Source: an optimization exercise on an open RTL-to-GDS flow (aim: small area, a short achievable clock period and few clock cycles per item). Production flows keep margins and buffers that such runs may drop. Where RTL was checked, it was by simulation tests only, not by an equivalence proof against the original.

Design mod_vector_seq, start of the top module:
module mod_vector_seq #(
  parameter int N  = 8,
  parameter int W  = 16,
  parameter int WW = 32,
  parameter int K  = 4
) (
  input  logic            clk,
  input  logic            rst,
  input  logic            in_valid,
  output logic            in_ready,
  input  logic [N*WW-1:0] in_vec,
  input  logic [W-1:0]    q_in,
  input  logic            signed_mode,
  output logic            out_valid,
  input  logic            out_ready,
  output logic [N*W-1:0]  out_vec,
  output logic            err
);
==> module mod_vector_seq, before the edit <==
module mod_vector_seq #(
  parameter int N  = 8,
  parameter int W  = 16,
  parameter int WW = 32,
  parameter int K  = 4
) (
  input  logic            clk,
  input  logic            rst,
  input  logic            in_valid,
  output logic            in_ready,
  input  logic [N*WW-1:0] in_vec,
  input  logic [W-1:0]    q_in,
  input  logic            signed_mode,
  output logic            out_valid,
  input  logic            out_ready,
  output logic [N*W-1:0]  out_vec,
  output logic            err
);
  localparam int G  = WW / K;            
  localparam int GL = (WW - W) / K;      
  localparam int GW = $clog2(G);
  logic [GW-1:0]  ld_cnt;                
  logic           act;                   
  logic           bb_v;                  
  logic           bb_last;               
  logic [K-1:0]   bb    [N];             
  logic [W-1:0]   q_r;                   
  logic           qz_r;                  
  logic           sm_r;                  
  logic           prim;                  
  logic [W-1:0]   r     [N];             
  logic [W-1:0]   rs    [N];             
  logic idle, stall, start, qlong, qzero;
  logic [GW-1:0] g0, ld_sel;
  assign stall  = out_valid & ~out_ready;
  assign idle   = ~act & ~bb_v;
  assign start  = idle & prim & ~stall;    
  assign qlong  = q_r[W-1];
  assign qzero  = (q_in == '0);
  assign g0     = qlong ? GW'(GL) : '0;
  assign ld_sel = idle ? g0 : ld_cnt;
  assign in_ready = act & (ld_cnt == GW'(G - 1));
  function automatic logic [W-1:0] step(input logic [W-1:0] rr,
                                        input logic         b,
                                        input logic [W-1:0] q);
    logic [W:0]   t;
    logic [W+1:0] s;
    t = {rr, b};
    s = {1'b0, t} + {2'b01, ~q} + 1'b1;
    step = s[W+1] ? s[W-1:0] : t[W-1:0];
  endfunction
  always_comb begin
    for (int i = 0; i < N; i++) begin
      logic [WW-1:0] x;
      logic          sneg, add;
      logic [W-1:0]  h, a;
      logic [W:0]    t;
      logic [W+1:0]  s;
      x    = in_vec[i*WW +: WW];
      sneg = sm_r & x[WW-1] & ~qz_r;       
      h    = qlong ? x[WW-1 -: W] : {W{sneg}};
      add  = idle & sneg;
      a    = r[i];
      for (int j = K - 1; j >= 1; j--)
        a = step(a, bb[i][j] & ~qz_r, q_r);
      t    = idle ? {1'b0, h} : {a, bb[i][0] & ~qz_r};
      s    = {1'b0, t} + (add ? {2'b00, q_r} : {2'b01, ~q_r}) + {{(W+1){1'b0}}, ~add};
      rs[i] = (s[W+1] | add) ? s[W-1:0] : t[W-1:0];
    end
  end
  always_ff @(posedge clk) begin
    for (int i = 0; i < N; i++) begin
      bb[i] <= in_vec[i*WW + WW - 1 - int'(ld_sel) * K -: K];
      if (!stall)
        r[i] <= rs[i];
    end
    q_r  <= q_in;
    qz_r <= qzero;
    sm_r <= signed_mode;
  end
  always_ff @(posedge clk or posedge rst) begin
    if (rst) begin
      act       <= 1'b0;
      bb_v      <= 1'b0;
      bb_last   <= 1'b0;
      prim      <= 1'b0;
      ld_cnt    <= '0;
      out_valid <= 1'b0;
      err       <= 1'b0;
    end else begin
      prim    <= in_valid;
      bb_v    <= start | act;
      bb_last <= act & (ld_cnt == GW'(G - 1));
      if (start) begin
        act    <= 1'b1;
        ld_cnt <= g0 + 1'b1;
      end else if (act) begin
        ld_cnt <= ld_cnt + 1'b1;
        if (ld_cnt == GW'(G - 1))
          act <= 1'b0;
      end
      if (out_valid && out_ready)
        out_valid <= 1'b0;
      if (bb_v && bb_last) begin
        out_valid <= 1'b1;
        err       <= qz_r;
      end
    end
  end
  always_comb
    for (int i = 0; i < N; i++)
      out_vec[i*W +: W] = r[i];
endmodule
clock: 22.0 ns
lec_check: 0
abc_area: 1
cap_margin: 30
core_margin: 2
core_utilization: 40
slew_margin: 30
standard.sh (not shown) runs the stock make flow with config.mk's settings and CLKGATE_MAP_FILE= SYNTH_SCRIPT=/design/flow/synth_recipe.tcl, a recipe that flattens the netlist after the stock synthesis.
==> flow/flow/run.sh <==
#!/bin/bash
# Standard synthesis and layout, with these changes to how the layout is made:
# - port buffers use the plain buf_1 cell (every input and output port is
#   still buffered);
set -euo pipefail
export BUFFER_PORTS_ARGS="-buffer_cell sky130_fd_sc_hd__buf_1"
bash standard.sh SETUP_SLACK_MARGIN=13 MATCH_CELL_FOOTPRINT=0 \
  "BUFFER_PORTS_ARGS=-buffer_cell sky130_fd_sc_hd__buf_1" finish > standard_flow.log 2>&1
Then changed:
--- a/flow/design.v
+++ b/flow/design.v
@@ -26,18 +26,17 @@
   logic           bb_last;               
   logic [K-1:0]   bb    [N];             
   logic [W-1:0]   q_r;                   
   logic           qz_r;                  
-  logic           sm_r;                  
-  logic           prim;                  
   logic [W-1:0]   r     [N];             
+  logic [W-1:0]   r0    [N];             
   logic [W-1:0]   rs    [N];             
   logic idle, stall, start, qlong, qzero;
   logic [GW-1:0] g0, ld_sel;
   assign stall  = out_valid & ~out_ready;
   assign idle   = ~act & ~bb_v;
-  assign start  = idle & prim & ~stall;    
-  assign qlong  = q_r[W-1];
+  assign start  = idle & in_valid & ~stall;
+  assign qlong  = q_in[W-1];
   assign qzero  = (q_in == '0);
   assign g0     = qlong ? GW'(GL) : '0;
   assign ld_sel = idle ? g0 : ld_cnt;
   assign in_ready = act & (ld_cnt == GW'(G - 1));
@@ -49,48 +48,50 @@
     t = {rr, b};
     s = {1'b0, t} + {2'b01, ~q} + 1'b1;
     step = s[W+1] ? s[W-1:0] : t[W-1:0];
   endfunction
+  logic [W-1:0] qa;
+  assign qa = idle ? q_in : q_r;
   always_comb begin
     for (int i = 0; i < N; i++) begin
       logic [WW-1:0] x;
       logic          sneg, add;
       logic [W-1:0]  h, a;
       logic [W:0]    t;
       logic [W+1:0]  s;
       x    = in_vec[i*WW +: WW];
-      sneg = sm_r & x[WW-1] & ~qz_r;       
+      sneg = signed_mode & x[WW-1];
       h    = qlong ? x[WW-1 -: W] : {W{sneg}};
       add  = idle & sneg;
       a    = r[i];
       for (int j = K - 1; j >= 1; j--)
         a = step(a, bb[i][j] & ~qz_r, q_r);
       t    = idle ? {1'b0, h} : {a, bb[i][0] & ~qz_r};
-      s    = {1'b0, t} + (add ? {2'b00, q_r} : {2'b01, ~q_r}) + {{(W+1){1'b0}}, ~add};
+      s    = {1'b0, t} + (add ? {2'b00, qa} : {2'b01, ~qa}) + {{(W+1){1'b0}}, ~add};
       rs[i] = (s[W+1] | add) ? s[W-1:0] : t[W-1:0];
+      r0[i] = rs[i] & {W{~qzero}};
     end
   end
   always_ff @(posedge clk) begin
     for (int i = 0; i < N; i++) begin
       bb[i] <= in_vec[i*WW + WW - 1 - int'(ld_sel) * K -: K];
       if (!stall)
-        r[i] <= rs[i];
+        r[i] <= idle ? r0[i] : rs[i];
     end
-    q_r  <= q_in;
-    qz_r <= qzero;
-    sm_r <= signed_mode;
+    if (idle) begin
+      q_r  <= q_in;
+      qz_r <= qzero;
+    end
   end
   always_ff @(posedge clk or posedge rst) begin
     if (rst) begin
       act       <= 1'b0;
       bb_v      <= 1'b0;
       bb_last   <= 1'b0;
-      prim      <= 1'b0;
       ld_cnt    <= '0;
       out_valid <= 1'b0;
       err       <= 1'b0;
     end else begin
-      prim    <= in_valid;
       bb_v    <= start | act;
       bb_last <= act & (ld_cnt == GW'(G - 1));
       if (start) begin
         act    <= 1'b1;
Effect: The new run completed with no timing, DRC or antenna violations; cell area falls by about 2.5%; critical path depth rises by 6; clock-buffer cell count rises by 1; first-iteration DRC count falls by 1.9%.
Testbench counts after the change, summed over its fixed seeds: cycles 10,248, items 2,048.
For the first run of this note, only the layout was checked, not whether the RTL still works.

## static timing again, ports no longer ideal
The results above use ideal ports. As a check the final layouts listed here were re-extracted and re-timed, cells and wires unchanged. Step 1 (the two cells are an assumption about what drives the block):
set clk [get_ports {clk}]
set_driving_cell -lib_cell sky130_fd_sc_hd__clkbuf_16 $clk
set_driving_cell -lib_cell sky130_fd_sc_hd__buf_2 [delete_from_list [all_inputs] $clk]
Step 2 moves the port delays by t, midway between the first and last clock arrival at a register: inputs arrive t later, outputs are due t later. That takes back most of the time a late clock gives input paths. Three values: ideal ports, drivers, drivers and shift; two values: the first two.
run	t (ns)	setup slack, ns	worst register clock-pin slew, ns
the first run	0.590	13.345 / 13.345 / 13.345	0.10 / 0.10
the second run	0.596	13.441 / 13.441 / 12.951	0.10 / 0.10
After both steps setup and hold are still met in every run listed. For the second run, which loses most, drivers alone change the setup slack by 0.000 ns; drivers and shift together by -0.490 ns.
